Context: an optimization exercise on an open-source flow, tuned for small area and a short achievable clock period. The choices shown serve that exercise and are no tape-out recipe. In this exercise RTL edits were held to simulation tests only and were not proved equivalent to the original.

==> inputs of exp/raven <==
## sidAudioPath
module sidAudioPath (
  input  logic               clk,
  input  logic               rst,
  input  logic               sampleValid,
  input  logic signed [11:0] voice0,
  input  logic signed [11:0] voice1,
  input  logic signed [11:0] voice2,
  input  logic [7:0]         env0,
  input  logic [7:0]         env1,
  input  logic [7:0]         env2,
  input  logic [2:0]         filterRoute,
  input  logic [1:0]         mode,
  input  logic [15:0]        coef,
  input  logic [3:0]         volume,
  output logic signed [15:0] audioOut,
  output logic               audioValid
);
make LEC_CHECK=0 CAP_MARGIN=20 CORE_MARGIN=2 CORE_UTILIZATION=40 SLEW_MARGIN=20 finish   # period 20.0 ns
run.sh (not shown) runs the stock make flow with config.mk's settings and CLKGATE_MAP_FILE= SYNTH_SCRIPT=/design/flow/synth_recipe.tcl, a recipe that flattens the netlist after the stock synthesis.
==> exp/fjord: changes against exp/raven <==
==> flow/flow/run.sh (new file) <==
#!/bin/bash
# The standard layout, with the resizer's setup repair aimed at a shorter period than the
# 20 ns constraint (the SDC itself is unchanged): paths with less than MARGIN ns of slack
# are sized up and buffered.
set -euo pipefail
MARGIN=$(cat flow/margin.txt)
bash standard.sh SETUP_SLACK_MARGIN=$MARGIN finish > standard.log 2>&1
==> flow/flow/margin.txt (new file) <==
15
==> flow/standard.sh (new file) <==
#!/bin/bash
# synth_recipe.tcl (not shown) runs the flow's synth.tcl, then flattens the netlist and writes it again
# the make line also repeats each setting of config.mk as NAME=value (left out here)
make -C /OpenROAD-flow-scripts/flow DESIGN_CONFIG=/design/flow/config.mk WORK_HOME=/design/flow/orfs CLKGATE_MAP_FILE= SYNTH_SCRIPT=/design/flow/synth_recipe.tcl "${@:-finish}"
removed: flow/run.sh
==> exp/amber: changes against exp/raven <==
==> flow/flow/run.sh (new file) <==
#!/bin/bash
# The standard layout, with the resizer's setup repair aimed at a shorter period than the
# 20 ns constraint (the SDC itself is unchanged): paths with less than MARGIN ns of slack
# are sized up and buffered.
set -euo pipefail
MARGIN=$(cat flow/margin.txt)
bash standard.sh SETUP_SLACK_MARGIN=$MARGIN finish > standard.log 2>&1
==> flow/flow/margin.txt (new file) <==
14
==> flow/standard.sh (new file) <==
#!/bin/bash
# synth_recipe.tcl (not shown) runs the flow's synth.tcl, then flattens the netlist and writes it again
# the make line also repeats each setting of config.mk as NAME=value (left out here)
make -C /OpenROAD-flow-scripts/flow DESIGN_CONFIG=/design/flow/config.mk WORK_HOME=/design/flow/orfs CLKGATE_MAP_FILE= SYNTH_SCRIPT=/design/flow/synth_recipe.tcl "${@:-finish}"
removed: flow/run.sh
==> comparison <==
Core utilization, lowest first: exp/raven, exp/amber, exp/fjord. exp/raven completed with no timing, DRC or antenna violations. exp/fjord ran to the end with no violations. exp/amber went through all stages and came out clean. The lowest worst hold slack belongs to exp/amber, the highest to exp/raven. In exp/fjord the final cell count is higher than in exp/raven, by about 3.7%. First-iteration DRC count: exp/raven is lower than exp/fjord (about 11%). Flip-flop and latch count is the same in exp/amber and exp/raven. The lowest setup slack belongs to exp/raven, the highest to exp/amber. Between exp/amber and exp/fjord, the lower maximum frequency is in exp/fjord (gap about 2.3%, measured against exp/fjord).


==> run A: inputs <==
Another version of the RTL of sidAudioPath (not shown whole).
clock: 20.0 ns
lec_check: 0
abc_area: 1
cap_margin: 20
core_margin: 2
core_utilization: 40
cts_buf_list: sky130_fd_sc_hd__clkbuf_8
slew_margin: 20
standard.sh (not shown) runs the stock make flow with config.mk's settings and CLKGATE_MAP_FILE= SYNTH_SCRIPT=/design/flow/synth_recipe.tcl, a recipe that flattens the netlist after the stock synthesis.
==> flow/flow/run.sh <==
#!/bin/bash
# The standard layout with two changes in how it is made (the SDC is unchanged):
#  - after the standard synthesis, flow/invopt.py re-places the netlist's inverters around
#    its full adders and XOR gates (a full adder is self-dual, so each may compute the
#    complements of its outputs from complemented inputs; an XOR gate absorbs an inverted
#    input by becoming an XNOR); registers and all other cells are left as they are;
#  - the resizer's setup repair aims at a shorter period than the 20 ns constraint: paths
#    with less than MARGIN ns of slack are sized up and buffered.
set -euo pipefail
MARGIN=$(cat flow/margin.txt)
R=orfs/results/sky130hd/sidAudioPath/base
bash standard.sh synth > synth.log 2>&1
cp $R/1_2_yosys.v $R/1_2_yosys_std.v
python3 flow/invopt.py $R/1_2_yosys_std.v $R/1_2_yosys.v > invopt.log 2>&1
touch $R/1_2_yosys.v
bash standard.sh SETUP_SLACK_MARGIN=$MARGIN finish > standard.log 2>&1
Other scripts of this flow, unchanged in this note and not shown: flow/flow/invopt.py, flow/flow/margin.txt
==> run Z (differences from run A) <==
Settings changed: CTS_BUF_LIST sky130_fd_sc_hd__clkbuf_8 to sky130_fd_sc_hd__clkbuf_4 sky130_fd_sc_hd__clkbuf_8.
==> run H (differences from run A) <==
Settings changed: CTS_BUF_LIST sky130_fd_sc_hd__clkbuf_8 to not set.
==> notes.md <==
M1 GR Usage 30.03%; Fillers 9307; clk root buf clkbuf_8; status complete, no violations; most frequent cells in the layout nand2_1, inv_1, fa_1; Max Freq 189.9 MHz; Buffers, non-clock 157; clock buffer count from CTS 76; Overall Global Routing Usage 21.56%; fraction of area in multi-input gates 64.11%; WL final 104.7 mm; Slew @ Worst Pin 962.0 ps; Relative slew margins 35.80%; fin crit period 5266 ps; M1 WL 46.93 mm; worst-path fanout max 21; final worst-path cycle share 26.33%; WP buf/inv 3
-- figures above: run A

==> notes.md <==
status complete, no violations; clock buffer count from CTS 76; Slew @ Worst Pin 970.6 ps; final worst-path cycle share 26.35%; M1 WL 46.78 mm; worst-path fanout max 1; Fillers 9299; Overall Global Routing Usage 21.57%; most frequent cells in the layout nand2_1, inv_1, fa_1; clk root buf clkbuf_8
-- figures above: run Z

==> notes.md <==
status complete, no violations; final worst-path cycle share 26.21%; Relative slew margins 35.30%; Fillers 9271; Slew @ Worst Pin 969.4 ps; Max Freq 190.7 MHz; M1 WL 46.95 mm; WP buf/inv 4; Overall Global Routing Usage 21.57%; fraction of area in multi-input gates 63.92%; worst-path fanout max 23; clk root buf clkbuf_16; most frequent cells in the layout nand2_1, inv_1, fa_1; fin crit period 5243 ps
-- figures above: run H



==> inputs of v36 <==
sidAudioPath, a different RTL version from the one above (not shown whole).
export LEC_CHECK = 0
export ABC_AREA = 1
export CAP_MARGIN = 20
export CORE_MARGIN = 2
export CORE_UTILIZATION = 40
export SLEW_MARGIN = 20
create_clock -name core_clock -period 20.0 [get_ports {clk}]
==> flow/flow/run.sh <==
#!/bin/bash
# The standard layout with two changes in how it is made (the SDC is unchanged):
#  - after the standard synthesis, flow/invopt.py re-places the netlist's inverters around
#    its full adders (a full adder is self-dual, so each may compute the complements of its
#    outputs from complemented inputs); registers and all other cells are left as they are;
#  - the resizer's setup repair aims at a shorter period than the 20 ns constraint: paths
#    with less than MARGIN ns of slack are sized up and buffered.
set -euo pipefail
MARGIN=$(cat flow/margin.txt)
R=orfs/results/sky130hd/sidAudioPath/base
bash standard.sh synth > synth.log 2>&1
cp $R/1_2_yosys.v $R/1_2_yosys_std.v
python3 flow/invopt.py $R/1_2_yosys_std.v $R/1_2_yosys.v > invopt.log 2>&1
touch $R/1_2_yosys.v
bash standard.sh SETUP_SLACK_MARGIN=$MARGIN finish > standard.log 2>&1
==> flow/flow/invopt.py <==
#!/usr/bin/env python3
"""Re-place the inverters of a flat sky130 gate-level netlist around its full adders.
A full adder is self-dual: FA(~a, ~b, ~c) = (~cout, ~sum). Every inverter is taken out,
each full adder gets a polarity (1: it computes the complement of its original outputs
from complemented inputs), and one inverter is put back per net whose loads need the
other polarity. Polarities are chosen to need as few inverters as possible.
usage: invopt.py IN.v OUT.v"""
import re, sys, collections, random

src = open(sys.argv[1]).read()
m = re.search(r'^module .*?;\n', src, re.S | re.M)
endm = src.rindex('endmodule')
body = src[m.end():endm]
cell_re = re.compile(r'^\s*(sky130_fd_sc_hd__\w+)\s+(\S+)\s*\((.*?)\);\s*$', re.S | re.M)
pin_re = re.compile(r'\.(\w+)\(\s*(.*?)\s*\)(?=\s*,|\s*$)', re.S)
cells = []
last = 0
parts = []
for cm in cell_re.finditer(body):
    parts.append(body[last:cm.start()])
    last = cm.end()
    pins = {}
    for pm in pin_re.finditer(cm.group(3)):
        pins[pm.group(1)] = pm.group(2).strip()
    cells.append([cm.group(1), cm.group(2), pins])
rest = "".join(parts) + body[last:]
assert "assign" not in rest, "assign statements not handled"
decl_lines = [l for l in rest.split("\n") if l.strip()]

OUTPINS = {"X", "Y", "Q", "Q_N", "SUM", "COUT", "HI", "LO"}
def is_inv(c): return re.match(r'sky130_fd_sc_hd__(clk)?inv_\d+$', c[0]) is not None
def is_fa(c): return re.match(r'sky130_fd_sc_hd__fa_\d+$', c[0]) is not None

outports = set()
for l in decl_lines:
    mm = re.match(r'\s*output\s+(\[(\d+):(\d+)\]\s+)?(\S+);', l)
    if mm:
        if mm.group(1):
            for i in range(int(mm.group(3)), int(mm.group(2)) + 1):
                outports.add(f"{mm.group(4)}[{i}]")
        else:
            outports.add(mm.group(4))

driver = {}
for i, c in enumerate(cells):
    for p, n in c[2].items():
        if p in OUTPINS: driver[n] = (i, p)

def root(net):
    """(root net, parity) through inverter chains"""
    q = 0
    seen = 0
    while True:
        d = driver.get(net)
        if d is None or not is_inv(cells[d[0]]): return net, q
        net = cells[d[0]][2]["A"]; q ^= 1
        seen += 1
        assert seen < 100

# pins: (cell index or None for an output port, pin, root, parity)
pins = []
for i, c in enumerate(cells):
    if is_inv(c): continue
    for p, n in c[2].items():
        if p in OUTPINS: continue
        r, q = root(n)
        pins.append((i, p, r, q))
# output ports: the port net itself may be driven by an inverter
port_pins = []
for o in outports:
    r, q = root(o)
    if r != o:
        port_pins.append((o, r, q))

fa_idx = [i for i, c in enumerate(cells) if is_fa(c)]
pol = {i: 0 for i in fa_idx}
def rootpol(r):
    d = driver.get(r)
    if d is None: return 0
    return pol.get(d[0], 0)

# per root: list of (consumer fa or None, parity)
by_root = collections.defaultdict(list)
for (i, p, r, q) in pins:
    by_root[r].append((i if i in pol else None, q))
for (o, r, q) in port_pins:
    by_root[r].append((None, q))
roots_of_fa = collections.defaultdict(set)
for r, lst in by_root.items():
    d = driver.get(r)
    if d is not None and d[0] in pol: roots_of_fa[d[0]].add(r)
    for (f, q) in lst:
        if f is not None: roots_of_fa[f].add(r)

def root_cost(r):
    rp = rootpol(r)
    need = [q ^ (pol[f] if f is not None else 0) ^ rp for (f, q) in by_root[r]]
    return 1 if any(need) else 0

def total():
    return sum(root_cost(r) for r in by_root)

best = total()
start = best
random.seed(1)
cur = best
bestpol = dict(pol)
T = 1.0
for step in range(200000):
    f = random.choice(fa_idx)
    rs = roots_of_fa[f]
    before = sum(root_cost(r) for r in rs)
    pol[f] ^= 1
    after = sum(root_cost(r) for r in rs)
    d = after - before
    if d <= 0 or random.random() < pow(2.718, -d / T):
        cur += d
        if cur < best:
            best = cur; bestpol = dict(pol)
    else:
        pol[f] ^= 1
    T = max(0.05, 1.0 * (1 - step / 150000))
pol = bestpol
final = total()
print(f"inverters: {sum(1 for c in cells if is_inv(c))} -> {final} (root model {start} -> {final})", file=sys.stderr)

# rebuild: drop all inverters; flipped FAs keep their nets (which now carry complements)
out_cells = []
new_wires = []
inv_for = {}
def inv_net(r):
    if r not in inv_for:
        n = f"_invq{len(inv_for)}_"
        new_wires.append(n)
        inv_for[r] = n
        out_cells.append(["sky130_fd_sc_hd__inv_1", f"_invqc{len(inv_for)}_", {"A": r, "Y": n}])
    return inv_for[r]
for i, c in enumerate(cells):
    if is_inv(c): continue
    nc = [c[0], c[1], dict(c[2])]
    for p, n in c[2].items():
        if p in OUTPINS: continue
        r, q = root(n)
        need = q ^ (pol[i] if i in pol else 0) ^ rootpol(r)
        nc[2][p] = inv_net(r) if need else r
    out_cells.append(nc)
# output ports driven through inverters: drive them from an inverter or a buffer-free net
port_fix = []
for (o, r, q) in port_pins:
    need = q ^ rootpol(r)
    # the port net must carry r ^ q; build it from r
    if need:
        out_cells.append(["sky130_fd_sc_hd__inv_1", f"_invqp_{len(port_fix)}_", {"A": r, "Y": o}])
    else:
        out_cells.append(["sky130_fd_sc_hd__buf_1", f"_invqp_{len(port_fix)}_", {"A": r, "X": o}])
    port_fix.append(o)
# a root that is itself an output port of a flipped FA would change the port's value
for o in outports:
    d = driver.get(o)
    assert not (d and d[0] in pol and pol[d[0]]), "flipped FA drives an output port"

out = [src[:m.end()]]
out += decl_lines
out += [f"  wire {w};" for w in new_wires]
for c in out_cells:
    pl = ",\n".join(f"    .{p}({n}{' ' if n.startswith(chr(92)) else ''})" for p, n in c[2].items())
    out.append(f"  {c[0]} {c[1]} (\n{pl}\n  );")
out.append("endmodule\n")
open(sys.argv[2], "w").write("\n".join(out))
==> flow/flow/margin.txt <==
14.5
==> inputs of v1, as changes to v36 <==
--- a/flow/flow/run.sh
+++ b/flow/flow/run.sh
@@ -2,6 +2,7 @@
 # The standard layout with two changes in how it is made (the SDC is unchanged):
 #  - after the standard synthesis, flow/invopt.py re-places the netlist's inverters around
-#    its full adders (a full adder is self-dual, so each may compute the complements of its
-#    outputs from complemented inputs); registers and all other cells are left as they are;
+#    its full adders and XOR gates (a full adder is self-dual, so each may compute the
+#    complements of its outputs from complemented inputs; an XOR gate absorbs an inverted
+#    input by becoming an XNOR); registers and all other cells are left as they are;
 #  - the resizer's setup repair aims at a shorter period than the 20 ns constraint: paths
 #    with less than MARGIN ns of slack are sized up and buffered.
--- a/flow/flow/invopt.py
+++ b/flow/flow/invopt.py
@@ -1,8 +1,11 @@
 #!/usr/bin/env python3
-"""Re-place the inverters of a flat sky130 gate-level netlist around its full adders.
-A full adder is self-dual: FA(~a, ~b, ~c) = (~cout, ~sum). Every inverter is taken out,
-each full adder gets a polarity (1: it computes the complement of its original outputs
-from complemented inputs), and one inverter is put back per net whose loads need the
-other polarity. Polarities are chosen to need as few inverters as possible.
+"""Re-place the inverters of a flat sky130 gate-level netlist around its full adders and
+XOR gates. A full adder is self-dual: FA(~a, ~b, ~c) = (~cout, ~sum); an XOR/XNOR gate
+absorbs an inverted input, or complements its output, by switching between XOR and XNOR.
+Every inverter is taken out, each full adder and XOR gate gets a polarity (1: it computes
+the complement of its original output), XOR gates take their inputs in whatever polarity
+they come and fold the parity into their type, and one inverter is put back per net whose
+other loads need the other polarity. Polarities are chosen to need as few inverters as
+possible.
 usage: invopt.py IN.v OUT.v"""
 import re, sys, collections, random
@@ -31,4 +34,5 @@
 def is_inv(c): return re.match(r'sky130_fd_sc_hd__(clk)?inv_\d+$', c[0]) is not None
 def is_fa(c): return re.match(r'sky130_fd_sc_hd__fa_\d+$', c[0]) is not None
+def is_xor(c): return re.match(r'sky130_fd_sc_hd__x(n)?or[23]_\d+$', c[0]) is not None
 
 outports = set()
@@ -73,5 +77,5 @@
         port_pins.append((o, r, q))
 
-fa_idx = [i for i, c in enumerate(cells) if is_fa(c)]
+fa_idx = [i for i, c in enumerate(cells) if is_fa(c) or is_xor(c)]
 pol = {i: 0 for i in fa_idx}
 def rootpol(r):
@@ -83,4 +87,5 @@
 by_root = collections.defaultdict(list)
 for (i, p, r, q) in pins:
+    if is_xor(cells[i]): continue
     by_root[r].append((i if i in pol else None, q))
 for (o, r, q) in port_pins:
@@ -139,4 +144,23 @@
     if is_inv(c): continue
     nc = [c[0], c[1], dict(c[2])]
+    if is_xor(c):
+        par = pol[i]
+        for p, n in c[2].items():
+            if p in OUTPINS: continue
+            r, q = root(n)
+            par ^= q ^ rootpol(r)
+            nc[2][p] = r
+        if par:
+            mx = re.match(r"sky130_fd_sc_hd__(x(n)?or)([23])_(\d+)$", c[0])
+            kind, k, size = mx.group(1), mx.group(3), mx.group(4)
+            newkind = "xor" if kind == "xnor" else "xnor"
+            nc[0] = f"sky130_fd_sc_hd__{newkind}{k}_{size}"
+            if k == "2":
+                # xor2 drives X, xnor2 drives Y
+                outp = "X" if "X" in nc[2] else "Y"
+                net = nc[2].pop(outp)
+                nc[2]["Y" if newkind == "xnor" else "X"] = net
+        out_cells.append(nc)
+        continue
     for p, n in c[2].items():
         if p in OUTPINS: continue
@@ -158,5 +182,5 @@
 for o in outports:
     d = driver.get(o)
-    assert not (d and d[0] in pol and pol[d[0]]), "flipped FA drives an output port"
+    assert not (d and d[0] in pol and pol[d[0]]), "flipped cell drives an output port"
 
 out = [src[:m.end()]]
==> flow/flow/margin.txt (replaced) <==
14.3
==> impl_metrics.toml <==
[finish]
post-route-util_pct = 45.80
clockBufferCount = 55
signal_buffers = 209
fin_area_sq_mm = 0.04281

[min_path]
min_to = "D4[15]"
min_from = "D3[15]"

[outcome]
status = "timing/DRC/antenna clean"

[route]
wl_met1_mm = 46.37
routed_wl_mm = 106.9
route.met2.wl_mm = 48.16

[setup_path]
r2r_cells = 26
crit_buf_inv = 3
r2r_end = "nlp[7]"
crit_cells = 26

[die]
initial_core_util_pct = 40.44

[clock_network]
clock_latency_ns = 0.66

[sta]
fin_crit_sh_pct = 27.06
(the above is from v36)
==> impl_metrics.toml <==
[sta]
whs_ns = 0.3246
fin_crit_sh_pct = 27.59

[clock_network]
clock_latency_ns = 0.64

[setup_path]
r2r_end = "nlp[10]"
crit_cells = 1
crit_buf_inv = 1

[route]
route.met2.wl_mm = 47.73
wl_met1_mm = 44.91
routed_wl_mm = 103.1

[finish]
clockBufferCount = 54
post-route-util_pct = 44.82
fin_area_sq_mm = 0.04164
regArea_sq_mm = 0.007699

[outcome]
status = "timing/DRC/antenna clean"

[min_path]
min_to = "D4[7]"
min_from = "D3[7]"

[power_and_ir_drop]
(the above is from v1)

port drivers added, routing unchanged:
The flow's constraints put no driver on any port. The routed layouts listed below were extracted and timed again, unchanged, in two steps. Step 1 sets driving cells, clkbuf_16 on the clock port and buf_2 on the other inputs (assumed; they add their load-dependent delay and slew). Step 2 also shifts input and output timing later by t, the mid clock arrival at the registers, as if the neighbouring blocks saw the same clock. Three values: ideal, step 1, step 2; two values: the first two.
run	t (ns)	slack for setup (ns)	worst setup path after step 2	slew at the worst register clock pin (ns)	cell pins on the clock port's net
exp/raven	0.651	12.072 / 12.072 / 12.072	register to register	0.08 / 0.08	1
exp/fjord	0.661	13.393 / 13.393 / 13.393	register to register	0.07 / 0.07	1
exp/amber	0.657	13.544 / 13.544 / 13.544	register to register	0.07 / 0.07	1
run A	0.756	14.734 / 14.677 / 14.734	register to register	0.08 / 0.08	1
run Z	0.757	14.730 / 14.666 / 14.757	register to register	0.08 / 0.08	1
run H	0.709	14.757 / 14.698 / 14.757	register to register	0.07 / 0.07	1
v36	0.718	14.587 / 14.587 / 14.587	register to register	0.07 / 0.07	1
v1	0.688	14.482 / 14.413 / 14.553	register to register	0.07 / 0.07	1
After both steps every run listed still meets setup and hold.
